Background: an optimization exercise with open tools, aiming at small area, a short achievable clock period and few clock cycles per item. Do not read the settings as production practice. Only simulation tests tie the RTL to the original design; equivalence was not proved.

==> flow/design.v <==
module permutation_unrank_queen_check_core (
  input  logic        clk,
  input  logic        rst,
  input  logic        cfg_wr_en,
  input  logic [3:0]  cfg_wr_data,
  input  logic        rank_in_valid,
  output logic        rank_in_ready,
  input  logic [15:0] rank_in_perm_rank,
  output logic        result_out_valid,
  input  logic        result_out_ready,
  output logic [23:0] result_out_placement,
  output logic        result_out_is_solution,
  output logic        result_out_rank_out_of_range
);
  logic [7:1]  rowv_q;        
  logic [7:0]  rowv;          
  logic [7:0]  sel;           
  logic [2:0]  vld;
  logic        en;
  always_ff @(posedge clk) begin
    if (rst) rowv_q <= 7'h7f;
    else if (cfg_wr_en) begin
      for (int j = 1; j < 8; j++)
        rowv_q[j] <= cfg_wr_data[3] || (cfg_wr_data[2:0] > 3'(j));
    end
  end
  always_comb begin
    rowv = {rowv_q, 1'b1};
    for (int j = 0; j < 8; j++)
      sel[j] = rowv[j] && (j == 7 || !rowv[j+1]);
  end
  assign en            = !vld[2] || result_out_ready;
  assign rank_in_ready = en;
  always_ff @(posedge clk) begin
    if (rst) vld <= 3'd0;
    else if (en) vld <= {vld[1:0], rank_in_valid};
  end
  logic [15:0] r_q;
  logic        oor0_q;
  logic        oor_d;
  always_comb begin
    logic [15:0] r;
    r = rank_in_perm_rank;
    oor_d = (sel[0] && r >= 16'd1)    || (sel[1] && r >= 16'd2)    ||
            (sel[2] && r >= 16'd6)    || (sel[3] && r >= 16'd24)   ||
            (sel[4] && r >= 16'd120)  || (sel[5] && r >= 16'd720)  ||
            (sel[6] && r >= 16'd5040) || (sel[7] && r >= 16'd40320);
  end
  always_ff @(posedge clk) begin
    if (en) begin
      r_q    <= rank_in_perm_rank;
      oor0_q <= oor_d;
    end
  end
  logic [16:0] dig_d;         
  logic [16:0] dig_q;
  logic        oor1_q;
  always_comb begin
    logic [2:0] s; logic [12:0] y;
    logic [5:0] a15; logic [4:0] b15; logic [3:0] m;
    logic [6:0] a9; logic [6:0] b9; logic [4:0] c9; logic [3:0] y9;
    logic [4:0] a7; logic [3:0] b7; logic [2:0] y7;
    logic [1:0] mm3; logic [4:0] y24;
    logic [1:0] a, ap; logic [1:0] q4m3; logic q4m2;
    logic [4:0] t6; logic [2:0] d5, d6, d7;
    s = r_q[2:0]; y = r_q[15:3];
    a15 = 6'(y[3:0]) + 6'(y[7:4]) + 6'(y[11:8]) + 6'(y[12]);
    b15 = 5'(a15[5:4]) + 5'(a15[3:0]);
    m = (b15 >= 5'd15) ? 4'(b15 - 5'd15) : b15[3:0];
    a9 = 7'(y[5:0]) + 7'(y[11:6]) + 7'(y[12]);
    b9 = 7'(a9[5:0]) + 7'(a9[6]);
    c9 = 5'(b9[2:0]) + 5'd9 - 5'(b9[6:3]);
    y9 = (c9 >= 5'd9) ? 4'(c9 - 5'd9) : c9[3:0];
    a7 = 5'(y[2:0]) + 5'(y[5:3]) + 5'(y[8:6]) + 5'(y[11:9]) + 5'(y[12]);
    b7 = 4'(a7[4:3]) + 4'(a7[2:0]);
    y7 = (b7 >= 4'd7) ? 3'(b7 - 4'd7) : b7[2:0];
    case (m)
      4'd0, 4'd3, 4'd6, 4'd9, 4'd12: mm3 = 2'd0;
      4'd1, 4'd4, 4'd7, 4'd10, 4'd13: mm3 = 2'd1;
      default: mm3 = 2'd2;
    endcase
    dig_d[7:5] = (m >= 4'd12) ? 3'd4 : (m >= 4'd9) ? 3'd3 : (m >= 4'd6) ? 3'd2 : (m >= 4'd3) ? 3'd1 : 3'd0;
    y24 = {mm3, s};
    dig_d[0] = s[0];
    case (y24)
      0,1,6,7,12,13,18,19: dig_d[2:1] = 2'd0;
      2,3,8,9,14,15,20,21: dig_d[2:1] = 2'd1;
      default:             dig_d[2:1] = 2'd2;
    endcase
    dig_d[4:3] = (y24 >= 5'd18) ? 2'd3 : (y24 >= 5'd12) ? 2'd2 : (y24 >= 5'd6) ? 2'd1 : 2'd0;
    q4m2 = y[0] ^ m[0];
    a  = (y9 >= 4'd6) ? 2'd2 : (y9 >= 4'd3) ? 2'd1 : 2'd0;
    case (m)
      4'd0, 4'd1, 4'd2, 4'd9, 4'd10, 4'd11: ap = 2'd0;
      4'd3, 4'd4, 4'd5, 4'd12, 4'd13, 4'd14: ap = 2'd1;
      default: ap = 2'd2;
    endcase
    q4m3 = (ap == a) ? 2'd0 : (ap == 2'(a + 2'd1) || (a == 2'd2 && ap == 2'd0)) ? 2'd1 : 2'd2;
    case ({q4m3, q4m2})
      3'b000: d5 = 3'd0; 3'b011: d5 = 3'd1; 3'b100: d5 = 3'd2;
      3'b001: d5 = 3'd3; 3'b010: d5 = 3'd4; default: d5 = 3'd5;
    endcase
    t6 = 5'(d5) + 5'(m) + 5'd7 - 5'(y7);      
    d6 = (t6 >= 5'd21) ? 3'(t6 - 5'd21) : (t6 >= 5'd14) ? 3'(t6 - 5'd14) : (t6 >= 5'd7) ? 3'(t6 - 5'd7) : t6[2:0];
    d7 = 3'(r_q >= 16'd5040) + 3'(r_q >= 16'd10080) + 3'(r_q >= 16'd15120) + 3'(r_q >= 16'd20160) + 3'(r_q >= 16'd25200) + 3'(r_q >= 16'd30240) + 3'(r_q >= 16'd35280);
    dig_d[10:8]  = d5;
    dig_d[13:11] = d6;
    dig_d[16:14] = d7;
  end
  always_ff @(posedge clk) begin
    if (en) begin
      dig_q  <= dig_d;
      oor1_q <= oor0_q;
    end
  end
  logic [2:0]  dg [0:7];
  logic [7:0]  td [0:7];      
  logic [7:0]  tb [0:7];      
  logic [7:0]  oh [0:7];      
  logic [14:0] dup_a;        
  logic [14:0] dup_d;        
  logic [23:0] place;
  function automatic logic twice8(input logic [7:0] x);
    logic [3:0] s1, t1;
    logic [1:0] s2, t2;
    for (int i = 0; i < 4; i++) begin
      s1[i] = x[2*i] | x[2*i+1];
      t1[i] = x[2*i] & x[2*i+1];
    end
    for (int i = 0; i < 2; i++) begin
      s2[i] = s1[2*i] | s1[2*i+1];
      t2[i] = t1[2*i] | t1[2*i+1] | (s1[2*i] & s1[2*i+1]);
    end
    twice8 = t2[0] | t2[1] | (s2[0] & s2[1]);
  endfunction
  always_comb begin
    dg[0] = 3'd0;
    dg[1] = {2'd0, dig_q[0]};
    dg[2] = {1'b0, dig_q[2:1]};
    dg[3] = {1'b0, dig_q[4:3]};
    dg[4] = dig_q[7:5];
    dg[5] = dig_q[10:8];
    dg[6] = dig_q[13:11];
    dg[7] = dig_q[16:14];
    for (int k = 0; k < 8; k++)
      for (int t = 0; t < 8; t++)
        td[k][t] = (t <= k) && (dg[k] >= 3'(t));
    for (int b = 0; b < 8; b++) begin
      tb[b] = 8'd0;
      for (int k = 0; k < 8 - b; k++)
        if (sel[k+b]) tb[b] = tb[b] | td[k];
      tb[b][0] = 1'b1;
    end
    for (int b = 7; b >= 1; b--) begin
      for (int a = b - 1; a >= 0; a--) begin
        logic [7:0] nt;
        nt = tb[b];
        for (int t = 1; t < 8; t++)
          nt[t] = tb[b][t] | (tb[b][t-1] & !tb[a][t]);
        tb[b] = nt;
      end
    end
    for (int b = 0; b < 8; b++)
      for (int v = 0; v < 8; v++)
        oh[b][v] = rowv[b] && tb[b][v] && (v == 7 || !tb[b][v+1]);
    for (int m = 0; m < 15; m++) begin
      logic [7:0] xa, xd;
      xa = '0;
      xd = '0;
      for (int b = 0; b < 8; b++) begin
        if (m - b >= 0 && m - b < 8) xa[b] = oh[b][m-b];
        if (m - 7 + b >= 0 && m - 7 + b < 8) xd[b] = oh[b][m-7+b];
      end
      dup_a[m] = twice8(xa);
      dup_d[m] = twice8(xd);
    end
    place = '0;
    for (int b = 0; b < 8; b++) begin
      logic [2:0] pb;
      pb[2] = tb[b][4];
      pb[1] = (tb[b][2] && !tb[b][4]) || tb[b][6];
      pb[0] = (tb[b][1] && !tb[b][2]) || (tb[b][3] && !tb[b][4]) ||
              (tb[b][5] && !tb[b][6]) || tb[b][7];
      if (rowv[b] && !oor1_q) place[3*b +: 3] = pb;
    end
  end
  logic [23:0] out_place;
  logic        out_ca;        
  logic        out_cd;        
  logic        out_oor;
  always_ff @(posedge clk) begin
    if (en) begin
      out_place <= place;
      out_ca    <= |dup_a;
      out_cd    <= |dup_d;
      out_oor   <= oor1_q;
    end
  end
  assign result_out_valid             = vld[2];
  assign result_out_placement         = out_place;
  assign result_out_is_solution       = !out_oor && !out_ca && !out_cd;
  assign result_out_rank_out_of_range = out_oor;
endmodule
==> flow/flow/run.sh <==
#!/bin/bash
# Standard layout with two changes:
#  - synthesis leaves adders to ABC instead of the platform's half/full
#    adder cells (ADDER_MAP_FILE empty);
#  - the port buffers are buf_1 cells.
cd "$(dirname "$0")/.."
export ADDER_MAP_FILE=
export BUFFER_PORTS_ARGS="-buffer_cell sky130_fd_sc_hd__buf_1"
bash standard.sh > standard.log 2>&1
==> flow/standard.sh <==
#!/bin/bash
# synth_recipe.tcl (not shown) runs the flow's synth.tcl, then flattens the netlist and writes it again
# the make line also repeats each setting of config.mk as NAME=value (left out here)
make -C /OpenROAD-flow-scripts/flow DESIGN_CONFIG=/design/flow/config.mk WORK_HOME=/design/flow/orfs CLKGATE_MAP_FILE= SYNTH_SCRIPT=/design/flow/synth_recipe.tcl "${@:-finish}"
==> flow/config.mk <==
export PLATFORM = sky130hd
export DESIGN_NAME = permutation_unrank_queen_check_core
export DESIGN_NICKNAME = permutation_unrank_queen_check_core
export VERILOG_FILES = /design/flow/design.v
export SDC_FILE = /design/flow/constraint.sdc
export NUM_CORES = 4
export LEC_CHECK = 0
export ABC_AREA = 1
export CAP_MARGIN = 20
export CORE_MARGIN = 2
export CORE_UTILIZATION = 40
export SLEW_MARGIN = 20
==> flow/constraint.sdc <==
create_clock -name core_clock -period 10.0 [get_ports {clk}]
set_input_delay 2.0000 -clock core_clock [delete_from_list [all_inputs] [get_ports {clk}]]
set_output_delay 2.0000 -clock core_clock [all_outputs]
set_load 0.01 [all_outputs]
==> run summary, run 1 <==
worst hold start oor0_q$_DFFE_PP_; final worst path period share 50.6%; CTS H-tree lvls 3; first-pass GRT wire length 41.9 mm; Ys Warns 14; CP startpoint kind primary input; Filler cells between 2000 and 2500; most frequent CP cell buf_1; prevailing post-synth register cell edfxtp_1; commonest non-fill, non-tap cell in the layout nand2_1; crit path buf inv count 4; Hold Path Depth 0; worst relative slew slack 43.4%; clk sink count 72; initial core utilization 40.6%; fmax 0.198 GHz; post-route setup slack 4.94 ns; Worst-Skew Late Latency 0.35 ns; Detailed Routing Iterations Pass 1 6; pre-CTS setup slack 4.92 ns; critical path's top delay family buffers and inverters; clk root buf clkbuf_16; share of cells above drive strength 1 7.03%; I/O pin count 53; CTS Buf Count 9; FP Rows 52; CTS tree yes; PortBufs between 50 and 60; # DRC 0; Cells after Synth 1382; Overall Global Routing Usage around a quarter; post-CTS setup buffers 0; vias in the first global route 8163; deepest clock path buffer count 2; DIE AREA ~22000 um^2; syn avg cell area 5.93 um^2; Worst R2R Setup Slack 5.20 ns; core area 20200 um^2; sequential cell area slightly above 2000 um^2; asr flop ratio synth 0%; hold endpoint oor1_q$_DFFE_PP_; global route overflow 0; CP max FO 65; crit path cell chain buf_1 -> nor2_1 -> inv_2 -> buf_4 -> buf_1; Synth Cell Area between 8000 and 9000 um^2; Final Hold Viols 0; DIE WIDTH 147 um; final setup violating endpoints 0; Antenna Cells 0; fin crit period 5.06 ns; status no timing/DRC/antenna violations; hold_buf cts 0; clock slew at reported path FFs 0.06 ns; via count 9057; post-cts resize count 0; Syn Nets between 1000 and 1500; Area Growth Syn to Fin 8.96%; DRT Wirelength 26.5 mm; Max stage delay on crit path 0.64 ns; Data required, critical path 8.00 ns; antenna violations before repair 0; Die H 147 um; Synth cell types 62; vias per inst 5.31; worst min path class flip-flop to flip-flop; nets between 1000 and 1500; Worst Path Class, Setup primary input to primary output; worst slew pin tran 0.849 ns; routed length per instance 15.5 um; Setup TNS Final 0 ns; GP Congestion 1.04; # Max-Cap Violations 0; #FFs+latches synth 72; Initial DRC Count 710; commonest cells after routing, fill and taps aside nand2_1 (340), inv_1 (243), nor2_1 (185), a21oi_1 (109), nand3_1 (77); CP max stage cell buf_4; area occupied by multi-input gates between 5000 and 6000 um^2; worst path arrival time around 3.1 ns; R2R Path End dig_q[12]$_DFFE_PP_; pin count of the biggest net entering global routing 66; Critical Path End Type primary output; Setup Skew 0.00715 ns; Final ANT Viol Nets 0; Seq/Total Area, Yosys 25.2%; detailed placement HPWL approximately 22 mm; Max Slew Vio Count 0; EDFF count, synth 62; RSZ-0062 raised after global routing no; reg2reg start r_q[10]$_DFFE_PP_; worst r2r path cells 38
==> sequential cells by signal, summed over array words and instances (netlist names), 3 cells and up <==
name	flops
r_q	16
dig_q	17
rowv_q	7
out_place	24
vld	3
==> area by class of cell <==
cell class / instances / share of cell area (%)
clock buffer: 9 / 2.52
tap: 270 / 3.78
inverter: 268 / 11.3
sequential: 72 / 23.1
timing repair buffer: 54 / 2.35
multi-input combinational: 1027 / 56.5
clock inverter: 7 / 0.434
==> cells in the mapped netlist (all sizes together) (7+ instances only) <==
| cell | instances | area (um^2) |
|---|---|---|
| inv | 263 | 987 |
| or2 | 8 | 52.6 |
| nor2 | 194 | 774 |
| nand2 | 363 | 1430 |
| a21oi | 113 | 588 |
| a31oi | 10 | 62.6 |
| xor2 | 15 | 131 |
| dfxtp | 10 | 200 |
| o22ai | 33 | 206 |
| edfxtp | 62 | 1860 |
| buf | 9 | 55.1 |
| o2111ai | 7 | 61.3 |
| o211ai | 11 | 82.6 |
| o21ai | 81 | 417 |
| nand3 | 90 | 515 |
| nand4 | 16 | 113 |
| nor3 | 32 | 160 |
==> worst reg2reg max path: cells and delay by family (launching register included) <==
family,cells,cell delay [ns]
AO/OA/AOI/OAI,2,0.30
AND/OR/NAND/NOR,32,3.36
buffers and inverters,4,0.23
flip-flops,1,0.63
==> cells by family (layout without fill, tap and decap cells) <==
group / count (synthesis) / after routing / synth area share (%)
AOI/OAI and AO/OA: 296 / 296 / 21.5
xor gates and xnor gates: 17 / 17 / 1.82
buffers and inverters: 283 / 338 / 13.2
DFF: 72 / 72 / 25.2
muxes: 1 / 1 / 0.122
and+or+nand+nor: 713 / 713 / 38.2
==> through the flow <==
step	utilization, %	cells	hold WS (ns)	instance area, um^2
2_1_floorplan	-	1382	0.400	8190
3_3_place_gp	43.0	1691	0.402	8660
3_5_place_dp	43.0	1691	0.406	8660
4_1_cts	44.3	1707	0.420	8930
5_1_grt	44.3	1707	0.439	8930
6_report	44.3	1707	0.418	8930
==> how the worst max path moves through the flow <==
stage	from	endpoint	slack (ns)	cells after the start
floorplan	result_out_ready	rank_in_ready	4.65	2
global placement	result_out_ready	rank_in_ready	4.92	5
detailed placement	result_out_ready	rank_in_ready	4.92	5
CTS	result_out_ready	rank_in_ready	4.90	5
global route	r_q[10]$_DFFE_PP_	dig_q[12]$_DFFE_PP_	4.45	41
finish	result_out_ready	rank_in_ready	4.94	5
==> layer usage <==
layer	routed length (um)	vias to the layer above	track usage (%)
met5	0	-	0
met4	786	0	9.09
met1	11800	4020	32.2
met2	12300	338	40.6
li1	-	4653	-
met3	1630	46	2.58
Testbench counts, summed over its fixed seeds: cycles 32,024, items 32,000.
==> run 2: changes to the inputs <==
--- a/flow/design.v
+++ b/flow/design.v
@@ -29,11 +29,16 @@
     for (int j = 0; j < 8; j++)
       sel[j] = rowv[j] && (j == 7 || !rowv[j+1]);
   end
+  logic        out_free;
   assign en            = !vld[2] || result_out_ready;
-  assign rank_in_ready = en;
+  assign rank_in_ready = out_free || result_out_ready;
   always_ff @(posedge clk) begin
     if (rst) vld <= 3'd0;
     else if (en) vld <= {vld[1:0], rank_in_valid};
+  end
+  always_ff @(posedge clk) begin
+    if (rst) out_free <= 1'b1;
+    else if (en) out_free <= !vld[1];
   end
   logic [15:0] r_q;
   logic        oor0_q;
==> run 2 against run 1 <==
  * Count of clock-buffer cells in the layout unchanged
  * Wire length rose by 9.2%
  * Final cell count is 0.70% higher
  * Sequential share of layout area up 0.15 points
  * Setup slack better by 0.030 ns
  * Register-to-register slack got worse by 0.23 ns
  * Critical path depth grew 16
  * Non-clock buffer count increased by 3
  * Clock skew grew 0.0011 ns
  * Synthesized area down 0.75%
  * Critical endpoint is now out_ca$_DFFE_PP_
==> run summary, run 2 <==
status no timing/DRC/antenna violations; final worst path period share 50.3% (-0.30 points); CTS Buf Count 9 (unchanged); commonest non-fill, non-tap cell in the layout nand2_1; met1 Use GR 40.4% (+8.1 points); # DRC 0 (unchanged); worst path arrival time 5.10 ns (+2.04 ns); nets 1469 (+0.82%); fmax 0.199 GHz (+0.61%); Seq/Total Area, Yosys 25.6% (+0.44 points); Ys Warns 14 (unchanged); post-route setup slack 4.97 ns (+0.0305 ns); Worst-Skew Late Latency 0.35 ns (about the same); pre-CTS setup slack 5.09 ns (+0.172 ns); clock slew at reported path FFs 0.07 ns (about the same); Setup TNS Final 0 ns (unchanged); Max Slew Vio Count 0 (unchanged); Final ANT Viol Nets 0 (unchanged); #FFs+latches synth 73 (+1.4%); detailed placement HPWL 23.5 mm (+7.6%); non-filler cells, final 1719 (+0.70%); DRT Wirelength 28.9 mm (+9.2%); Setup Skew 0.00823 ns (+0.00107 ns); Synth Cell Area 8130 um^2 (-0.75%); R2R Path End out_ca$_DFFE_PP_; I/O pin count 53 (unchanged); deepest clock path buffer count 2 (unchanged); sequential cell area 2080 um^2 (+0.97%); Synth top area share 22.9% (+0.17 points); post-CTS setup buffers 0 (unchanged); area leader, netlist edfxtp_1; CP startpoint kind flip-flop; worst r2r path cells 21 (-45%); worst slew pin tran 0.972 ns (+0.123 ns); EDFF count, synth 62 (unchanged); hold endpoint oor1_q$_DFFE_PP_; Initial DRC Count 1058 (+49%); Worst R2R Setup Slack 4.97 ns (-0.23 ns); Final Hold Viols 0 (unchanged); routed length per instance 16.8 um (+8.4%); via count 9347 (+3.2%); Antenna Cells 0 (unchanged); post-cts resize count 0 (unchanged); first-pass GRT wire length 45.2 mm (+7.7%); Die H 147 um (-0.36%); Hold Path Depth 0 (unchanged); Worst Path Class, Setup flip-flop to flip-flop; RSZ-0062 raised after global routing no; final setup violating endpoints 0 (unchanged); worst hold start oor0_q$_DFFE_PP_; prevailing post-synth register cell edfxtp_1; DP Cell Count 1703 (+0.71%); core area 20100 um^2 (-0.32%); PortBufs 52 (unchanged); reg2reg start rowv_q[6]$_SDFFE_PP1P_; Syn Nets 1414 (+0.50%); syn avg cell area 5.85 um^2 (-1.2%); CTS H-tree lvls 3 (unchanged); hold_buf cts 0 (unchanged); Regs by FF count out_place (24), dig_q (17), r_q (16); most area-consuming cells after synthesis edfxtp_1 (23%), nand2_1 (17%), inv_1 (11%); CP max FO 12 (-82%); vias in the first global route 8283 (+1.5%); DIE AREA 21500 um^2 (-0.73%); Synth cell types 55 (-11%); Filler cells 2183 (-2.4%); CTS tree yes; Final Core Density 44.5% (+0.28 points); Area Growth Syn to Fin 10.1%; Cells after Synth 1389 (+0.51%); met2 global-route usage 39.2% (-1.5 points); most used routing layer met1; vias per inst 5.44 (+2.5%); FP Rows 52 (unchanged); clk sink count 73 (+1.4%); # Max-Cap Violations 0 (unchanged); clk root buf clkbuf_16; GP Congestion 0.997 (-4.1%); antenna violations before repair 1 (+1); fin crit period 5.03 ns (-0.0305 ns); area occupied by multi-input gates 4970 um^2 (-1.5%); global route overflow 0 (unchanged); Data required, critical path 10.07 ns (+2.07 ns); asr flop ratio synth 0% (unchanged); worst relative slew slack 34.7% (-8.7 points); Overall Global Routing Usage 26.7% (+2.5 points); DIE WIDTH 147 um (-0.36%); routing usage on met3 4.44% (+1.9 points); initial core utilization 40.4% (-0.17 points); share of cells above drive strength 1 6.21% (-0.82 points); pin count of the biggest net entering global routing 66 (unchanged); Detailed Routing Iterations Pass 1 5 (-1); max reg flops 24 (unchanged); Biggest register out_place; Critical Path End Type flip-flop; commonest cells after routing, fill and taps aside nand2_1 (364), inv_1 (245), nor2_1 (187), a21oi_1 (111), nand3_1 (85); worst min path class flip-flop to flip-flop; Synth top cells by count nand2_1 (365), inv_1 (245), nor2_1 (187); most common cell in the netlist nand2_1
==> run 2: cells by family (layout without fill, tap and decap cells) <==
logic type,after synthesis,in the layout,share of synthesized area (%)
xor gates and xnor gates,15,15,1.71
DFF,73,73,25.6
and+or+nand+nor,728,728,38.1
buffers and inverters,284,344,13.3
AOI/OAI and AO/OA,289,289,21.3
==> run 2: how the worst max path moves through the flow <==
stage | depth (start not counted) | from | endpoint
6_report | 21 | rowv_q[6]$_SDFFE_PP1P_ | out_ca$_DFFE_PP_
5_1_grt | 24 | rowv_q[6]$_SDFFE_PP1P_ | out_cd$_DFFE_PP_
4_1_cts | 24 | rowv_q[6]$_SDFFE_PP1P_ | out_cd$_DFFE_PP_
3_5_place_dp | 24 | rowv_q[6]$_SDFFE_PP1P_ | out_cd$_DFFE_PP_
3_3_place_gp | 24 | rowv_q[6]$_SDFFE_PP1P_ | out_cd$_DFFE_PP_
2_1_floorplan | 1 | result_out_ready | rank_in_ready
==> run 2: layout make-up <==
cell class,count,share of cell area [%]
repair buffers,57,2.60
clock buffers,9,2.52
clock inverters,7,0.978
inverters,271,11.4
multi-input cells,1032,55.5
flip-flops and latches,73,23.2
well taps,270,3.77
==> run 2: per-layer routing <==
layer | wire length (um) | vias up
met4 | 725 | 2
met3 | 2320 | 52
met1 | 13900 | 4230
li1 | - | 4659
met2 | 12000 | 404
met5 | 13 | -
==> run 2: critical path, stage by stage (launching register included) <==
cell	delay (ns)
dfxtp_1	0.41
clkinv_1	0.37
nor2_1	0.68
inv_1	0.40
o22ai_1	0.28
a21oi_1	0.10
inv_1	0.08
o21ai_0	0.14
a21oi_1	0.17
inv_1	0.07
a21oi_1	0.22
inv_1	0.07
a21oi_1	0.29
nor2_1	0.09
inv_1	0.08
nor2_1	0.08
inv_1	0.10
nor2_1	0.04
a2111oi_0	0.41
o2111ai_1	0.20
nor4_1	0.30
nand3_1	0.14
==> run 2: stage by stage <==
stage / hold WS (ns) / area [um^2]
6_report: 0.416 / 8950
5_1_grt: 0.427 / 8950
4_1_cts: 0.418 / 8950
3_5_place_dp: 0.407 / 8640
3_3_place_gp: 0.403 / 8640
2_1_floorplan: 0.400 / 8130
Testbench counts of run 2, summed over its fixed seeds: cycles 32,024, items 32,000.
==> run 3: changes to the inputs <==
--- a/flow/design.v
+++ b/flow/design.v
@@ -40,60 +40,66 @@
     if (rst) out_free <= 1'b1;
     else if (en) out_free <= !vld[1];
   end
-  logic [15:0] r_q;
+  logic [2:0]  s_q;
+  logic        y0_q;          
+  logic [5:0]  a15_q;
+  logic [6:0]  a9_q;
+  logic [4:0]  a7_q;
+  logic [2:0]  d7_q;          
   logic        oor0_q;
-  logic        oor_d;
-  always_comb begin
-    logic [15:0] r;
-    r = rank_in_perm_rank;
-    oor_d = (sel[0] && r >= 16'd1)    || (sel[1] && r >= 16'd2)    ||
-            (sel[2] && r >= 16'd6)    || (sel[3] && r >= 16'd24)   ||
-            (sel[4] && r >= 16'd120)  || (sel[5] && r >= 16'd720)  ||
-            (sel[6] && r >= 16'd5040) || (sel[7] && r >= 16'd40320);
-  end
   always_ff @(posedge clk) begin
     if (en) begin
-      r_q    <= rank_in_perm_rank;
-      oor0_q <= oor_d;
+      logic [15:0] r;
+      logic [12:0] y;
+      r = rank_in_perm_rank;
+      y = r[15:3];
+      s_q    <= r[2:0];
+      y0_q   <= y[0];
+      a15_q  <= 6'(y[3:0]) + 6'(y[7:4]) + 6'(y[11:8]) + 6'(y[12]);
+      a9_q   <= 7'(y[5:0]) + 7'(y[11:6]) + 7'(y[12]);
+      a7_q   <= 5'(y[2:0]) + 5'(y[5:3]) + 5'(y[8:6]) + 5'(y[11:9]) + 5'(y[12]);
+      d7_q   <= 3'(r >= 16'd5040) + 3'(r >= 16'd10080) + 3'(r >= 16'd15120) +
+                3'(r >= 16'd20160) + 3'(r >= 16'd25200) + 3'(r >= 16'd30240) +
+                3'(r >= 16'd35280);
+      oor0_q <= (sel[0] && r >= 16'd1)    || (sel[1] && r >= 16'd2)    ||
+                (sel[2] && r >= 16'd6)    || (sel[3] && r >= 16'd24)   ||
+                (sel[4] && r >= 16'd120)  || (sel[5] && r >= 16'd720)  ||
+                (sel[6] && r >= 16'd5040) || (sel[7] && r >= 16'd40320);
     end
   end
   logic [16:0] dig_d;         
   logic [16:0] dig_q;
   logic        oor1_q;
   always_comb begin
-    logic [2:0] s; logic [12:0] y;
-    logic [5:0] a15; logic [4:0] b15; logic [3:0] m;
-    logic [6:0] a9; logic [6:0] b9; logic [4:0] c9; logic [3:0] y9;
-    logic [4:0] a7; logic [3:0] b7; logic [2:0] y7;
+    logic [4:0] b15; logic [3:0] m;
+    logic [6:0] b9; logic [4:0] c9; logic [3:0] y9;
+    logic [3:0] b7; logic [2:0] y7;
     logic [1:0] mm3; logic [4:0] y24;
     logic [1:0] a, ap; logic [1:0] q4m3; logic q4m2;
-    logic [4:0] t6; logic [2:0] d5, d6, d7;
-    s = r_q[2:0]; y = r_q[15:3];
-    a15 = 6'(y[3:0]) + 6'(y[7:4]) + 6'(y[11:8]) + 6'(y[12]);
-    b15 = 5'(a15[5:4]) + 5'(a15[3:0]);
+    logic [4:0] t6; logic [2:0] d5, d6;
+    b15 = 5'(a15_q[5:4]) + 5'(a15_q[3:0]);
     m = (b15 >= 5'd15) ? 4'(b15 - 5'd15) : b15[3:0];
-    a9 = 7'(y[5:0]) + 7'(y[11:6]) + 7'(y[12]);
-    b9 = 7'(a9[5:0]) + 7'(a9[6]);
+    b9 = 7'(a9_q[5:0]) + 7'(a9_q[6]);
     c9 = 5'(b9[2:0]) + 5'd9 - 5'(b9[6:3]);
     y9 = (c9 >= 5'd9) ? 4'(c9 - 5'd9) : c9[3:0];
-    a7 = 5'(y[2:0]) + 5'(y[5:3]) + 5'(y[8:6]) + 5'(y[11:9]) + 5'(y[12]);
-    b7 = 4'(a7[4:3]) + 4'(a7[2:0]);
+    b7 = 4'(a7_q[4:3]) + 4'(a7_q[2:0]);
     y7 = (b7 >= 4'd7) ? 3'(b7 - 4'd7) : b7[2:0];
     case (m)
       4'd0, 4'd3, 4'd6, 4'd9, 4'd12: mm3 = 2'd0;
       4'd1, 4'd4, 4'd7, 4'd10, 4'd13: mm3 = 2'd1;
       default: mm3 = 2'd2;
     endcase
-    dig_d[7:5] = (m >= 4'd12) ? 3'd4 : (m >= 4'd9) ? 3'd3 : (m >= 4'd6) ? 3'd2 : (m >= 4'd3) ? 3'd1 : 3'd0;
-    y24 = {mm3, s};
-    dig_d[0] = s[0];
+    dig_d[7:5] = (m >= 4'd12) ? 3'd4 : (m >= 4'd9) ? 3'd3 : (m >= 4'd6) ? 3'd2 :
+                 (m >= 4'd3) ? 3'd1 : 3'd0;
+    y24 = {mm3, s_q};         
+    dig_d[0] = s_q[0];
     case (y24)
-      0,1,6,7,12,13,18,19: dig_d[2:1] = 2'd0;
-      2,3,8,9,14,15,20,21: dig_d[2:1] = 2'd1;
-      default:             dig_d[2:1] = 2'd2;
+      5'd0, 5'd1, 5'd6, 5'd7, 5'd12, 5'd13, 5'd18, 5'd19: dig_d[2:1] = 2'd0;
+      5'd2, 5'd3, 5'd8, 5'd9, 5'd14, 5'd15, 5'd20, 5'd21: dig_d[2:1] = 2'd1;
+      default:                                            dig_d[2:1] = 2'd2;
     endcase
     dig_d[4:3] = (y24 >= 5'd18) ? 2'd3 : (y24 >= 5'd12) ? 2'd2 : (y24 >= 5'd6) ? 2'd1 : 2'd0;
-    q4m2 = y[0] ^ m[0];
+    q4m2 = y0_q ^ m[0];
     a  = (y9 >= 4'd6) ? 2'd2 : (y9 >= 4'd3) ? 2'd1 : 2'd0;
     case (m)
       4'd0, 4'd1, 4'd2, 4'd9, 4'd10, 4'd11: ap = 2'd0;
@@ -102,15 +108,19 @@
     endcase
     q4m3 = (ap == a) ? 2'd0 : (ap == 2'(a + 2'd1) || (a == 2'd2 && ap == 2'd0)) ? 2'd1 : 2'd2;
     case ({q4m3, q4m2})
-      3'b000: d5 = 3'd0; 3'b011: d5 = 3'd1; 3'b100: d5 = 3'd2;
-      3'b001: d5 = 3'd3; 3'b010: d5 = 3'd4; default: d5 = 3'd5;
-    endcase
-    t6 = 5'(d5) + 5'(m) + 5'd7 - 5'(y7);      
-    d6 = (t6 >= 5'd21) ? 3'(t6 - 5'd21) : (t6 >= 5'd14) ? 3'(t6 - 5'd14) : (t6 >= 5'd7) ? 3'(t6 - 5'd7) : t6[2:0];
-    d7 = 3'(r_q >= 16'd5040) + 3'(r_q >= 16'd10080) + 3'(r_q >= 16'd15120) + 3'(r_q >= 16'd20160) + 3'(r_q >= 16'd25200) + 3'(r_q >= 16'd30240) + 3'(r_q >= 16'd35280);
+      3'b000: d5 = 3'd0;
+      3'b011: d5 = 3'd1;
+      3'b100: d5 = 3'd2;
+      3'b001: d5 = 3'd3;
+      3'b010: d5 = 3'd4;
+      default: d5 = 3'd5;
+    endcase
+    t6 = 5'(d5) + 5'(m) + 5'd7 - 5'(y7);
+    d6 = (t6 >= 5'd21) ? 3'(t6 - 5'd21) : (t6 >= 5'd14) ? 3'(t6 - 5'd14) :
+         (t6 >= 5'd7) ? 3'(t6 - 5'd7) : t6[2:0];
     dig_d[10:8]  = d5;
     dig_d[13:11] = d6;
-    dig_d[16:14] = d7;
+    dig_d[16:14] = d7_q;
   end
   always_ff @(posedge clk) begin
     if (en) begin
==> run 3 against run 2 <==
  * Still clean on timing, DRC and antenna
  * Final cell count down 4.0%
  * Maximum frequency grew 10%
  * Sequential cell count up 9
  * Worst hold slack about the same
  * Non-clock buffer count decreased by 1
  * Wire length is 5.0% lower
  * Critical path type unchanged
  * Largest cell class unchanged
==> run summary, run 3 <==
status no timing/DRC/antenna violations; GP Congestion 1.03 (+3.4%); clk root buf clkbuf_16; Hold WS 0.415 ns (-0.000109 ns); worst min path class flip-flop to flip-flop; Cells after Synth 1327 (-4.5%); Area Growth Syn to Fin 9.63%; #FFs+latches synth 82 (+12%); share of cells above drive strength 1 8.91% (+2.7 points); worst hold start d7_q[1]$_DFFE_PP_; # DRC 0 (unchanged); initial core utilization 41.1% (+0.64 points); CTS H-tree lvls 3 (unchanged); EDFF count, synth 71 (+15%); fmax 0.219 GHz (+10%); Worst-Skew Late Latency 0.36 ns (about the same); RSZ-0062 raised after global routing no; Synth cell types 62 (+13%); Worst Path Class, Setup flip-flop to flip-flop; clock slew at reported path FFs 0.06 ns (about the same); CP max FO 8 (-4); Final ANT Viol Nets 0 (unchanged); Synth top cells by count nand2_1 (313), inv_1 (219), nor2_1 (156); core area 20400 um^2 (+1.3%); reg2reg start rowv_q[2]$_SDFFE_PP1P_; post-CTS setup buffers 0 (unchanged); clk sink count 82 (+12%); via count 9055 (-3.1%); Initial DRC Count 1172 (+11%); Data required, critical path 10.09 ns (+0.02 ns); Regs by FF count out_place (24), dig_q (17); deepest clock path buffer count 2 (unchanged); FP Rows 52 (unchanged); worst relative slew slack 32.8% (-1.9 points); CTS Buf Count 9 (unchanged); Biggest register out_place; asr flop ratio synth 0% (unchanged); Synth Cell Area 8370 um^2 (+2.9%); DIE WIDTH 149 um (+1.4%); pin count of the biggest net entering global routing 75 (+14%); vias per inst 5.49 (+0.93%); Seq/Total Area, Yosys 28.1% (+2.5 points); Final Hold Viols 0 (unchanged); most area-consuming cells after synthesis edfxtp_1 (25%), nand2_1 (14%), inv_1 (9.8%); final setup violating endpoints 0 (unchanged); Overall Global Routing Usage 25.5% (-1.1 points); first-pass GRT wire length 44.2 mm (-2.1%); Critical Path End Type flip-flop; I/O pin count 53 (unchanged); area leader, netlist edfxtp_1; Detailed Routing Iterations Pass 1 6 (+1); prevailing post-synth register cell edfxtp_1; syn avg cell area 6.31 um^2 (+7.7%); # Max-Cap Violations 0 (unchanged); DRT Wirelength 27.5 mm (-5.0%); most common cell in the netlist nand2_1; fin crit period 4.56 ns (-0.464 ns); Antenna Cells 0 (unchanged); CP startpoint rowv_q[2]$_SDFFE_PP1P_; global route overflow 0 (unchanged); vias in the first global route 8403 (+1.4%); Setup TNS Final 0 ns (unchanged); Die H 149 um (+1.4%); nets 1400 (-4.7%); commonest cells after routing, fill and taps aside nand2_1 (312), inv_1 (219), nor2_1 (156), a21oi_1 (99), o21ai_0 (82); max reg flops 24 (unchanged); Synth top area share 25.5% (+2.6 points); Ys Warns 14 (unchanged); detailed placement HPWL 22.0 mm (-6.2%); worst slew pin tran 1.01 ns (+0.0365 ns); hold_buf cts 0 (unchanged); CP startpoint kind flip-flop; antenna violations before repair 0 (-1); routed length per instance 16.7 um (-1.0%); worst path arrival time 4.66 ns (-0.44 ns); final worst path period share 45.6% (-4.6 points); DIE AREA 22100 um^2 (+2.8%); commonest non-fill, non-tap cell in the layout nand2_1; Setup Skew 0.00971 ns (+0.00149 ns); Syn Nets 1352 (-4.4%); post-cts resize count 0 (unchanged); CTS tree yes; PortBufs 52 (unchanged); Max Slew Vio Count 0 (unchanged)
run 3: final timing paths:
path                               to  slack, ns  cells past startpoint
hold reg to reg   dig_q[15]$_DFFE_PP_       0.42                      0
setup / recovery     out_ca$_DFFE_PP_       5.44                     17
hold / removal    dig_q[15]$_DFFE_PP_       0.42                      0
setup reg to reg     out_ca$_DFFE_PP_       5.44                     17
run 3: cell type report:
cell class / count / area, um^2
flip-flops and latches: 82 / 2350
inverters: 250 / 938
clock inverters: 6 / 88.8
clock buffers: 10 / 229
repair buffers: 56 / 225
multi-input cells: 976 / 5000
well taps: 270 / 338
fillers: 2195 / 11200
run 3: layer usage:
metal | vias to the layer above | GRT usage [%] | routed length [um]
met3 | 64 | 3.99 | 2290
met4 | 0 | 10.8 | 1090
met1 | 4109 | 36.2 | 12700
met5 | - | 0 | 0
li1 | 4476 | - | -
met2 | 406 | 38.7 | 11400
run 3: cell families (layout without fill, tap and decap cells):
family	Yosys count	in the layout	synth area share, %
AO/OA/AOI/OAI	287	287	20.4
adder cells (fa/ha/maj)	1	1	0.120
flip-flops	82	82	28.1
buffers and inverters	269	322	12.2
XOR/XNOR	33	33	3.54
AND/OR/NAND/NOR	655	655	35.6
run 3: critical path: stages (launching register included):
cell,delay [ns]
dfxtp_1,0.62
inv_1,0.34
nor2_1,0.37
inv_1,0.14
o22ai_1,0.17
a21oi_1,0.06
o21ai_1,0.11
a21oi_1,0.05
o21ai_1,0.40
inv_1,0.20
nor2_1,0.22
o21ai_1,0.20
nand3_1,0.21
nand2_1,0.10
a2111oi_0,0.64
nand4_1,0.15
nor4_1,0.22
nand3_1,0.11
run 3: stage by stage:
stage	worst slack [ns]	instance area [um^2]	utilization (%)	instances
after global routing	5.01	9170	45.0	1650
after global placement	5.52	8860	43.5	1634
after CTS	5.51	9170	45.0	1650
after floorplan	5.69	8370	-	1327
after detailed placement	5.51	8860	43.5	1634
final	5.44	9170	45.0	1650
Testbench counts of run 3, summed over its fixed seeds: cycles 32,024, items 32,000.
==> run 4: changes to the inputs <==
--- a/flow/design.v
+++ b/flow/design.v
@@ -12,22 +12,24 @@
   output logic        result_out_is_solution,
   output logic        result_out_rank_out_of_range
 );
-  logic [7:1]  rowv_q;        
+  logic [7:0]  sel;           
   logic [7:0]  rowv;          
-  logic [7:0]  sel;           
   logic [2:0]  vld;
   logic        en;
   always_ff @(posedge clk) begin
-    if (rst) rowv_q <= 7'h7f;
+    if (rst) sel <= 8'h80;
     else if (cfg_wr_en) begin
-      for (int j = 1; j < 8; j++)
-        rowv_q[j] <= cfg_wr_data[3] || (cfg_wr_data[2:0] > 3'(j));
+      if (cfg_wr_data[3] || cfg_wr_data[2:0] == 3'd0)
+        sel <= cfg_wr_data[3] ? 8'h80 : 8'h01;
+      else
+        sel <= 8'h01 << (cfg_wr_data[2:0] - 3'd1);
     end
   end
   always_comb begin
-    rowv = {rowv_q, 1'b1};
-    for (int j = 0; j < 8; j++)
-      sel[j] = rowv[j] && (j == 7 || !rowv[j+1]);
+    for (int j = 0; j < 8; j++) begin
+      rowv[j] = 1'b0;
+      for (int i = j; i < 8; i++) rowv[j] = rowv[j] | sel[i];
+    end
   end
   logic        out_free;
   assign en            = !vld[2] || result_out_ready;
@@ -44,7 +46,6 @@
   logic        y0_q;          
   logic [5:0]  a15_q;
   logic [6:0]  a9_q;
-  logic [4:0]  a7_q;
   logic [2:0]  d7_q;          
   logic        oor0_q;
   always_ff @(posedge clk) begin
@@ -57,7 +58,6 @@
       y0_q   <= y[0];
       a15_q  <= 6'(y[3:0]) + 6'(y[7:4]) + 6'(y[11:8]) + 6'(y[12]);
       a9_q   <= 7'(y[5:0]) + 7'(y[11:6]) + 7'(y[12]);
-      a7_q   <= 5'(y[2:0]) + 5'(y[5:3]) + 5'(y[8:6]) + 5'(y[11:9]) + 5'(y[12]);
       d7_q   <= 3'(r >= 16'd5040) + 3'(r >= 16'd10080) + 3'(r >= 16'd15120) +
                 3'(r >= 16'd20160) + 3'(r >= 16'd25200) + 3'(r >= 16'd30240) +
                 3'(r >= 16'd35280);
@@ -73,7 +73,7 @@
   always_comb begin
     logic [4:0] b15; logic [3:0] m;
     logic [6:0] b9; logic [4:0] c9; logic [3:0] y9;
-    logic [3:0] b7; logic [2:0] y7;
+    logic [3:0] b7; logic [2:0] y7; 
     logic [1:0] mm3; logic [4:0] y24;
     logic [1:0] a, ap; logic [1:0] q4m3; logic q4m2;
     logic [4:0] t6; logic [2:0] d5, d6;
@@ -82,8 +82,8 @@
     b9 = 7'(a9_q[5:0]) + 7'(a9_q[6]);
     c9 = 5'(b9[2:0]) + 5'd9 - 5'(b9[6:3]);
     y9 = (c9 >= 5'd9) ? 4'(c9 - 5'd9) : c9[3:0];
-    b7 = 4'(a7_q[4:3]) + 4'(a7_q[2:0]);
-    y7 = (b7 >= 4'd7) ? 3'(b7 - 4'd7) : b7[2:0];
+    b7 = 4'(b9[6:3]) + 4'(b9[2:0]);
+    y7 = (b7 >= 4'd14) ? 3'(b7 - 4'd14) : (b7 >= 4'd7) ? 3'(b7 - 4'd7) : b7[2:0];
     case (m)
       4'd0, 4'd3, 4'd6, 4'd9, 4'd12: mm3 = 2'd0;
       4'd1, 4'd4, 4'd7, 4'd10, 4'd13: mm3 = 2'd1;
@@ -200,19 +200,19 @@
     end
   end
   logic [23:0] out_place;
-  logic        out_ca;        
-  logic        out_cd;        
+  logic [1:0]  out_ca;        
+  logic [1:0]  out_cd;        
   logic        out_oor;
   always_ff @(posedge clk) begin
     if (en) begin
       out_place <= place;
-      out_ca    <= |dup_a;
-      out_cd    <= |dup_d;
+      out_ca    <= {|dup_a[14:7], |dup_a[6:0]};
+      out_cd    <= {|dup_d[14:7], |dup_d[6:0]};
       out_oor   <= oor1_q;
     end
   end
   assign result_out_valid             = vld[2];
   assign result_out_placement         = out_place;
-  assign result_out_is_solution       = !out_oor && !out_ca && !out_cd;
+  assign result_out_is_solution       = !out_oor && out_ca == 2'b00 && out_cd == 2'b00;
   assign result_out_rank_out_of_range = out_oor;
 endmodule
==> run 4 against run 3 <==
  * Still clean on timing, DRC and antenna
  * Maximum frequency is 2.2% higher
  * Count of clock-buffer cells in the layout stayed put
  * First-iteration DRC count is 30% lower
  * Core utilization is 0.43 points lower
  * Via count is 5.1% lower
  * Setup slack better by 0.099 ns
  * Critical path depth is 14 lower
  * Final cell count is 3.5% lower
==> run summary, run 4 <==
status no timing/DRC/antenna violations; most common cell in the netlist nand2_1; Synth top area share 26.0% (+0.49 points); dpl cell area 8350 um^2 (-5.7%); pin count of the biggest net entering global routing 72 (-4.0%); clock slew at reported path FFs 0.06 ns (about the same); worst relative slew slack 35.7% (+2.9 points); Filler cells 2109 (-3.9%); Final Hold Viols 0 (unchanged); antenna violations before repair 0 (unchanged); reg2reg start sel[7]$_SDFFE_PP1P_; DIE WIDTH 144 um (-3.0%); I/O pin count 53 (unchanged); Initial DRC Count 824 (-30%); Biggest register out_place; Die H 144 um (-3.0%); RSZ-0062 raised after global routing no; EDFF count, synth 68 (-4.2%); Setup Skew 0.0142 ns (+0.00451 ns); #FFs+latches synth 80 (-2.4%); vias in the first global route 7728 (-8.0%); post-cts resize count 0 (unchanged); Synth Cell Area 7860 um^2 (-6.0%); GP Congestion 0.991 (-3.9%); Overall Global Routing Usage 24.4% (-1.1 points); first-pass GRT wire length 39.6 mm (-10%); routed length per instance 15.6 um (-6.5%); Worst R2R Setup Slack 5.63 ns (+0.19 ns); Data required, critical path 8.00 ns (-2.09 ns); most used routing layer met2; PortBufs 52 (unchanged); via count 8591 (-5.1%); final instance area 8650 um^2 (-5.7%); met2 global-route usage 37.1% (-1.6 points); Cells after Synth 1271 (-4.2%); Worst Path Class, Setup primary input to primary output; Hold Path Depth 0 (unchanged); fin crit period 4.47 ns (-0.0986 ns); # Max-Cap Violations 0 (unchanged); core area 19400 um^2 (-4.7%); deepest clock path buffer count 2 (unchanged); fmax 0.224 GHz (+2.2%); Final ANT Viol Nets 0 (unchanged); worst hold start d7_q[2]$_DFFE_PP_; worst r2r path cells 14 (-3); Area Growth Syn to Fin 10.1%; Setup TNS Final 0 ns (unchanged); prevailing post-synth register cell edfxtp_1; Regs by FF count out_place (24), dig_q (17), sel (8); commonest non-fill, non-tap cell in the layout nand2_1; global route overflow 0 (unchanged); clk sink count 80 (-2.4%); CP startpoint kind primary input; DRT Wirelength 24.8 mm (-9.8%); worst min path class flip-flop to flip-flop; area occupied by multi-input gates 4520 um^2 (-9.7%); final setup violating endpoints 0 (unchanged); DIE AREA 20800 um^2 (-5.9%); Synth top cells by count nand2_1 (278), inv_1 (261), nor2_1 (166); CTS H-tree lvls 3 (unchanged); final worst path period share 44.7% (-0.99 points); nets 1347 (-3.8%); worst path arrival time 2.47 ns (-2.19 ns); Worst-Skew Late Latency 0.35 ns (about the same); Syn Nets 1296 (-4.1%); CP max FO 2 (-6); routing usage on met3 3.64% (-0.35 points); vias per inst 5.40 (-1.7%); Ys Warns 13 (-1); met1 Use GR 36.2% (about the same); detailed placement HPWL 20.2 mm (-8.4%); Antenna Cells 0 (unchanged); worst slew pin tran 0.964 ns (-0.0439 ns); initial core utilization 40.5% (-0.55 points); share of cells above drive strength 1 6.25% (-2.7 points); commonest cells after routing, fill and taps aside nand2_1 (277), inv_1 (261), nor2_1 (166), a21oi_1 (119), edfxtp_1 (68); hold endpoint dig_q[16]$_DFFE_PP_; # DRC 0 (unchanged); clk root buf clkbuf_16; area leader, netlist edfxtp_1; Seq/Total Area, Yosys 29.0% (+0.91 points); Critical Path End Type primary output; Detailed Routing Iterations Pass 1 5 (-1); CTS Buf Count 9 (unchanged); CTS tree yes; sequential cell area 2280 um^2 (-3.0%); R2R Path End out_ca[1]$_DFFE_PP_; syn avg cell area 6.19 um^2 (-1.9%); Max Slew Vio Count 0 (unchanged); post-CTS setup buffers 0 (unchanged); hold_buf cts 0 (unchanged); max reg flops 24 (unchanged); Synth cell types 58 (-6.5%); FP Rows 51 (-1.9%); asr flop ratio synth 0% (unchanged); most area-consuming cells after synthesis edfxtp_1 (26%), nand2_1 (13%), inv_1 (12%)
[run 4: kinds of logic (layout without fill, tap and decap cells)]
| family | after synthesis | count (layout) | share of synthesized area, % |
|---|---|---|---|
| buf+inv | 285 | 341 | 13.6 |
| mux | 1 | 1 | 0.127 |
| fa+ha+maj | 2 | 2 | 0.255 |
| simple gates | 588 | 588 | 32.3 |
| flops | 80 | 80 | 29.0 |
| compound gates | 290 | 290 | 21.8 |
| xor+xnor | 25 | 25 | 2.78 |
[run 4: final cells by class]
| type | count | share of cell area, % |
|---|---|---|
| repair buffers | 54 | 2.40 |
| well taps | 265 | 3.83 |
| flip-flops and latches | 80 | 26.4 |
| multi-input cells | 906 | 52.2 |
| inverters | 271 | 11.8 |
| clock inverters | 6 | 0.549 |
| clock buffers | 10 | 2.89 |
[run 4: metal layers]
metal	share of wire (%)	wire, um
met1	47	11700
met5	0	0
met4	1.7	426
met3	8.7	2160
met2	42	10500
[run 4: how the worst max path moves through the flow]
stage / startpoint / to / depth (start not counted)
after floorplan: result_out_ready / rank_in_ready / 1
after global placement: result_out_ready / rank_in_ready / 3
after detailed placement: result_out_ready / rank_in_ready / 3
after CTS: result_out_ready / rank_in_ready / 3
after global routing: sel[7]$_SDFFE_PP1P_ / out_cd[1]$_DFFE_PP_ / 15
final: result_out_ready / rank_in_ready / 3
[run 4: worst max-delay path, cell delays in order]
cell and delay [ns]:
buf_1 0.08, or2_2 0.26, buf_1 0.13
[run 4: stage by stage]
step                hold slack, ns  std cells  utilization [%]  setup WS (ns)
floorplan                    0.400       1271                -           5.71
global route                 0.429       1592             44.6           5.25
global placement             0.403       1575             43.1           5.53
detailed placement           0.406       1575             43.1           5.53
CTS                          0.422       1591             44.6           5.53
finish                       0.421       1592             44.6           5.53
Testbench counts of run 4, summed over its fixed seeds: cycles 32,024, items 32,000.
==> run 5: changes to the inputs <==
--- a/flow/config.mk
+++ b/flow/config.mk
@@ -9,4 +9,5 @@
 export CAP_MARGIN = 20
 export CORE_MARGIN = 2
 export CORE_UTILIZATION = 40
+export CTS_BUF_LIST = sky130_fd_sc_hd__clkbuf_8
 export SLEW_MARGIN = 20
==> run 5 against run 4 <==
  * Clock skew grew 0.0038 ns
  * Via count shrank 0.38%
  * Global-route usage is essentially flat
  * Highest routed layer unchanged
==> run summary, run 5 <==
PortBufs 52 (unchanged); worst slew pin tran 0.965 ns (+0.000946 ns); fmax 0.224 GHz (about the same); hold endpoint oor1_q$_DFFE_PP_; worst relative slew slack 35.0% (-0.74 points); Die H 144 um (unchanged); status no timing/DRC/antenna violations; CTS tree yes; Max Slew Vio Count 0 (unchanged); vias per inst 5.38 (-0.38%); vias in the first global route 7727 (-0.013%); post-cts resize count 0 (unchanged); Worst R2R Setup Slack 5.75 ns (+0.12 ns); most common cell in the netlist nand2_1; final setup violating endpoints 0 (unchanged); Ys Warns 13 (unchanged); most area-consuming cells after synthesis edfxtp_1 (26%), nand2_1 (13%), inv_1 (12%); DIE WIDTH 144 um (unchanged); worst path arrival time 2.47 ns (about the same); worst r2r path cells 14 (unchanged); Critical Path End Type primary output; Worst Path Class, Setup primary input to primary output; Regs by FF count out_place (24), dig_q (17), sel (8); Synth top cells by count nand2_1 (278), inv_1 (261), nor2_1 (166); CP max stage cell or2_2; worst hold start oor0_q$_DFFE_PP_; CTS H-tree lvls 3 (unchanged); Antenna Cells 0 (unchanged); worst min path class flip-flop to flip-flop; deepest clock path buffer count 2 (unchanged); DRT Wirelength 24.7 mm (-0.19%); Data required, critical path 8.00 ns (about the same); syn avg cell area 6.19 um^2 (unchanged); Final ANT Viol Nets 0 (unchanged); GP Congestion 0.991 (unchanged); Area Growth Syn to Fin 8.83%; Worst-Skew Late Latency 0.39 ns (+0.04 ns); first-pass GRT wire length 39.6 mm (about the same); Filler cells 2119 (+0.47%); Seq/Total Area, Yosys 29.0% (unchanged); R2R Path End out_ca[1]$_DFFE_PP_; commonest cells after routing, fill and taps aside nand2_1 (277), inv_1 (261), nor2_1 (166), a21oi_1 (119), edfxtp_1 (68); Max stage delay on crit path 0.26 ns (about the same); critical path's top delay family simple AND/OR/NAND/NOR gates; EDFF count, synth 68 (unchanged); final instance area 8560 um^2 (-1.1%); routed length per instance 15.5 um (-0.19%); Overall Global Routing Usage 24.4% (+0.028 points); #FFs+latches synth 80 (unchanged); Final Core Density 44.1% (-0.50 points); core area 19400 um^2 (unchanged); crit path cell chain buf_1 -> or2_2 -> buf_1; Hold WS 0.428 ns (+0.00674 ns); Hold Path Depth 0 (unchanged); antenna violations before repair 0 (unchanged); share of cells above drive strength 1 6.25% (unchanged); via count 8558 (-0.38%); DIE AREA 20800 um^2 (unchanged); pin count of the biggest net entering global routing 72 (unchanged); Biggest register out_place; initial core utilization 40.5% (unchanged); hold_buf cts 0 (unchanged); most frequent CP cell buf_1; Cells after Synth 1271 (unchanged); CTS Buf Count 9 (unchanged); CP startpoint kind primary input; Syn Nets 1296 (unchanged); reg2reg start sel[7]$_SDFFE_PP1P_; CP max FO 2 (unchanged); detailed placement HPWL 20.2 mm (unchanged); max reg flops 24 (unchanged); crit path buf inv count 2 (unchanged); FP Rows 51 (unchanged); clock slew at reported path FFs 0.09 ns (+0.03 ns); final worst path period share 44.7% (about the same); Synth Cell Area 7860 um^2 (unchanged); fin crit period 4.47 ns (+0.000120 ns); prevailing post-synth register cell edfxtp_1; nets 1347 (unchanged); commonest non-fill, non-tap cell in the layout nand2_1; clk sink count 80 (unchanged); Synth top area share 26.0% (unchanged); Initial DRC Count 881 (+6.9%); global route overflow 0 (unchanged); area leader, netlist edfxtp_1; Setup TNS Final 0 ns (unchanged); I/O pin count 53 (unchanged); post-CTS setup buffers 0 (unchanged); Detailed Routing Iterations Pass 1 5 (unchanged); Setup Skew 0.0180 ns (+0.00376 ns); clk root buf clkbuf_8; # Max-Cap Violations 0 (unchanged); dpl cell area 8350 um^2 (unchanged); Final Hold Viols 0 (unchanged); Synth cell types 58 (unchanged); # DRC 0 (unchanged); RSZ-0062 raised after global routing no; asr flop ratio synth 0% (unchanged)
[run 5: per-layer routing]
metal  GRT usage [%]  up-vias  wire length, um
li1                -     4277                -
met1            36.2     3870            11800
met2            37.0      371            10400
met3            3.31       40             2060
met4            7.10        0              528
met5               0        -                0
[run 5: how the worst max path moves through the flow]
stage | startpoint | endpoint | slack (ns) | depth (start not counted)
final | result_out_ready | rank_in_ready | 5.53 | 3
after global placement | result_out_ready | rank_in_ready | 5.53 | 3
after detailed placement | result_out_ready | rank_in_ready | 5.53 | 3
after global routing | sel[7]$_SDFFE_PP1P_ | out_cd[1]$_DFFE_PP_ | 5.24 | 15
after CTS | result_out_ready | rank_in_ready | 5.53 | 3
after floorplan | result_out_ready | rank_in_ready | 5.71 | 1
[run 5: cell families (layout without fill, tap and decap cells)]
family / Yosys count / after routing / synth area share (%)
adders and majority gates: 2 / 2 / 0.255
DFF: 80 / 80 / 29.0
muxes: 1 / 1 / 0.127
AOI/OAI and AO/OA: 290 / 290 / 21.8
xor gates and xnor gates: 25 / 25 / 2.78
and+or+nand+nor: 588 / 588 / 32.3
buffers and inverters: 285 / 341 / 13.6
[run 5: cell type report]
type	instances	area (um^2)	area share, %
multi-input cells	906	4520	52.8
flip-flops and latches	80	2280	26.7
inverters	271	1020	11.9
well taps	265	332	3.87
repair buffers	54	208	2.43
clock buffers	9	124	1.45
clock inverters	7	77.6	0.906
[run 5: per-stage QoR]
step	setup slack, ns	instances
after detailed placement	5.53	1575
after global placement	5.53	1575
after CTS	5.53	1591
final	5.53	1592
after floorplan	5.71	1271
after global routing	5.24	1592
==> run 6: changes to the inputs <==
==> flow/flow/run.sh (replaced) <==
#!/bin/bash
cd "$(dirname "$0")/.."
export ADDER_MAP_FILE=
export BUFFER_PORTS_ARGS="-buffer_cell sky130_fd_sc_hd__buf_1"
bash standard.sh SETUP_SLACK_MARGIN=5.6 finish > standard.log 2>&1
--- a/flow/config.mk
+++ b/flow/config.mk
@@ -9,5 +9,4 @@
 export CAP_MARGIN = 20
 export CORE_MARGIN = 2
 export CORE_UTILIZATION = 40
-export CTS_BUF_LIST = sky130_fd_sc_hd__clkbuf_8
 export SLEW_MARGIN = 20
==> run 6 against run 5 <==
  * First-iteration DRC count down 6.0%
  * Count of clock-buffer cells in the layout rose by 1
  * Register-to-register slack gained 0.15 ns
  * Via count grew 0.58%
  * Critical path depth stayed put
  * Sequential share of layout area fell by 0.38 points
  * Core utilization is 0.66 points higher
  * Non-clock buffer count is the same
==> run summary, run 6 <==
max reg flops 24 (unchanged); final setup violating endpoints 0 (unchanged); vias per inst 5.41 (+0.58%); PortBufs 52 (unchanged); pin count of the biggest net entering global routing 72 (unchanged); critical path's top delay family simple AND/OR/NAND/NOR gates; Regs by FF count out_place (24), dig_q (17), sel (8); clk root buf clkbuf_16; Area Growth Syn to Fin 10.5%; most common cell in the netlist nand2_1; commonest non-fill, non-tap cell in the layout nand2_1; Antenna Cells 0 (unchanged); Worst R2R Setup Slack 5.90 ns (+0.15 ns); RSZ-0062 raised after global routing yes; CP max FO 2 (unchanged); routed length per instance 15.6 um (+0.26%); CTS Buf Count 9 (unchanged); Setup crit end rank_in_ready; share of cells above drive strength 1 6.63% (+0.38 points); # Max-Cap Violations 0 (unchanged); Max Slew Vio Count 0 (unchanged); Final ANT Viol Nets 0 (unchanged); hold_buf cts 0 (unchanged); CP startpoint kind primary input; Worst Path Class, Setup primary input to primary output; Worst path depth 3 (unchanged); via count 8608 (+0.58%); Overall Global Routing Usage 24.4% (-0.030 points); Hold Path Depth 0 (unchanged); first-pass GRT wire length 39.6 mm (about the same); DIE WIDTH 144 um (unchanged); antenna violations before repair 0 (unchanged); Setup TNS Final 0 ns (unchanged); EDFF count, synth 68 (unchanged); fmax 0.226 GHz (+0.93%); worst slew pin tran 0.966 ns (+0.000930 ns); dpl cell area 8350 um^2 (unchanged); Synth Cell Area 7860 um^2 (unchanged); worst relative slew slack 35.6% (+0.62 points); # DRC 0 (unchanged); final worst path period share 44.2% (-0.41 points); clock slew at reported path FFs 0.06 ns (-0.03 ns); Biggest register out_place; prevailing post-synth register cell edfxtp_1; DIE AREA 20800 um^2 (unchanged); Synth cell types 58 (unchanged); #FFs+latches synth 80 (unchanged); Detailed Routing Iterations Pass 1 7 (+2); crit path cell chain buf_6 -> or2_4 -> buf_6; Cells after Synth 1271 (unchanged); asr flop ratio synth 0% (unchanged); I/O pin count 53 (unchanged); initial core utilization 40.5% (unchanged); Seq/Total Area, Yosys 29.0% (unchanged); reg2reg start sel[6]$_SDFFE_PP0P_; syn avg cell area 6.19 um^2 (unchanged); commonest cells after routing, fill and taps aside nand2_1 (277), inv_1 (261), nor2_1 (166), a21oi_1 (119), edfxtp_1 (68); worst min path class flip-flop to flip-flop; Critical Path End Type primary output; GP Congestion 0.991 (unchanged); final instance area 8690 um^2 (+1.5%); fin crit period 4.42 ns (-0.0412 ns); clk sink count 80 (unchanged); status no timing/DRC/antenna violations; Final Hold Viols 0 (unchanged); worst path arrival time 2.42 ns (-0.05 ns); Setup Skew 0.0128 ns (-0.00516 ns); most frequent CP cell buf_6; CP startpoint result_out_ready; Die H 144 um (unchanged); Max stage delay on crit path 0.22 ns (-0.04 ns); CTS tree yes; Initial DRC Count 828 (-6.0%); Data required, critical path 8.00 ns (about the same); Ys Warns 13 (unchanged); FP Rows 51 (unchanged); core area 19400 um^2 (unchanged); worst r2r path cells 17 (+3); Synth top area share 26.0% (unchanged); vias in the first global route 7729 (+0.026%); most area-consuming cells after synthesis edfxtp_1 (26%), nand2_1 (13%), inv_1 (12%); detailed placement HPWL 20.2 mm (unchanged); Syn Nets 1296 (unchanged); CTS H-tree lvls 3 (unchanged); Worst-Skew Late Latency 0.35 ns (-0.04 ns); nets 1347 (unchanged); R2R Path End out_ca[1]$_DFFE_PP_; Synth top cells by count nand2_1 (278), inv_1 (261), nor2_1 (166); CP max stage cell or2_4; DRT Wirelength 24.8 mm (+0.26%); deepest clock path buffer count 2 (unchanged); area leader, netlist edfxtp_1; crit path buf inv count 2 (unchanged); global route overflow 0 (unchanged)
==> run 6: area by class of cell <==
| type | instances | area (um^2) |
|---|---|---|
| Clock inverter | 6 | 47.5 |
| Clock buffer | 10 | 250 |
| Tap cell | 265 | 332 |
| Timing Repair Buffer | 54 | 223 |
| Sequential cell | 80 | 2280 |
| Multi-Input combinational cell | 906 | 4530 |
| Fill cell | 2102 | 10700 |
| Inverter | 271 | 1020 |
==> run 6: repair_timing <==
| item | 4_1_cts | 5_1_grt |
|---|---|---|
| gates cloned | 0 | 0 |
| setup endpoints to repair | 1 | 5 |
| setup buffers | 0 | 0 |
| pin swaps | 0 | 0 |
| resized for setup | 3 | 6 |
==> run 6: kinds of logic after synthesis <==
| logic type | synth area share, % |
|---|---|
| xor gates and xnor gates | 2.78 |
| AOI/OAI and AO/OA | 21.8 |
| DFF | 29.0 |
| buffers and inverters | 13.6 |
| muxes | 0.127 |
| adders and majority gates | 0.255 |
| and+or+nand+nor | 32.3 |
==> run 6: worst min-delay path by stage <==
stage / startpoint / slack (ns) / to
after floorplan: s_q[0]$_DFFE_PP_ / 0.40 / dig_q[0]$_DFFE_PP_
after global placement: d7_q[2]$_DFFE_PP_ / 0.40 / dig_q[16]$_DFFE_PP_
after detailed placement: s_q[0]$_DFFE_PP_ / 0.41 / dig_q[0]$_DFFE_PP_
after CTS: s_q[0]$_DFFE_PP_ / 0.42 / dig_q[0]$_DFFE_PP_
after global routing: s_q[0]$_DFFE_PP_ / 0.43 / dig_q[0]$_DFFE_PP_
final: d7_q[2]$_DFFE_PP_ / 0.42 / dig_q[16]$_DFFE_PP_
==> run 6: worst register-to-register path, cell delays in order (launching register included) <==
cell and delay [ns]:
dfxtp_1 0.67, inv_1 0.38, o22ai_1 0.35, inv_1 0.12, a21oi_1 0.14, inv_1 0.08
a21oi_1 0.17, o21a_1 0.16, a21oi_1 0.06, o21ai_0 0.30, inv_1 0.11, nand2_1 0.18
o22ai_1 0.13, a21oi_1 0.13, o31ai_1 0.10, a221oi_1 0.23, o2111ai_1 0.17, or3_1 0.38
==> run 6: layer usage <==
layer / track usage, % / share of wire, % / vias to the layer above
met4: 6.23 / 2.0 / 0
met2: 37.1 / 42 / 392
met1: 36.2 / 47 / 3893
met3: 3.64 / 9.1 / 47
met5: 0 / 0 / -
li1: - / - / 4276
==> run 6: metrics by stage <==
stage	setup slack (ns)	hold slack (ns)	std cells	utilization [%]
after floorplan	5.71	0.400	1271	-
after global placement	5.53	0.403	1575	43.1
after detailed placement	5.53	0.406	1575	43.1
after CTS	5.58	0.422	1591	44.6
after global routing	5.57	0.429	1592	44.8
final	5.58	0.420	1592	44.8

==> static timing again, ports no longer ideal <==
In the flow no input, the clock included, has a driving cell. The finished layouts below were timed again as built, in two steps. Step 1, drivers: a clkbuf_16 drives clk and a buf_2 each remaining input, both assumed. Step 2, shift: input delay + t, output delay - t, t = (earliest + latest rising clock arrival at the registers) / 2. This alone moves slack from input paths to output paths. a / b / c = ideal ports / drivers / drivers and shift; a / b = the first two.
| run | t, ns | setup slack, ns | worst setup path after step 2 | worst register clock-pin slew, ns | worst data-port slew with drivers (ns) |
|---|---|---|---|---|---|
| run 1 | 0.386 | 4.942 / 4.916 / 4.916 | input to output | 0.06 / 0.06 | 0.03 |
| run 2 | 0.395 | 4.972 / 4.972 / 4.972 | register to register | 0.07 / 0.07 | 0.05 |
| run 3 | 0.395 | 5.436 / 5.436 / 5.436 | register to register | 0.07 / 0.07 | 0.06 |
| run 4 | 0.390 | 5.534 / 5.505 / 5.505 | input to output | 0.07 / 0.07 | 0.04 |
| run 5 | 0.418 | 5.534 / 5.505 / 5.505 | input to output | 0.10 / 0.10 | 0.04 |
| run 6 | 0.393 | 5.575 / 5.539 / 5.539 | input to output | 0.07 / 0.07 | 0.04 |
After both steps every run listed still meets setup and hold. The setup slack of run 6, which loses most, moves by -0.036 ns with the drivers and by -0.036 ns with both steps.
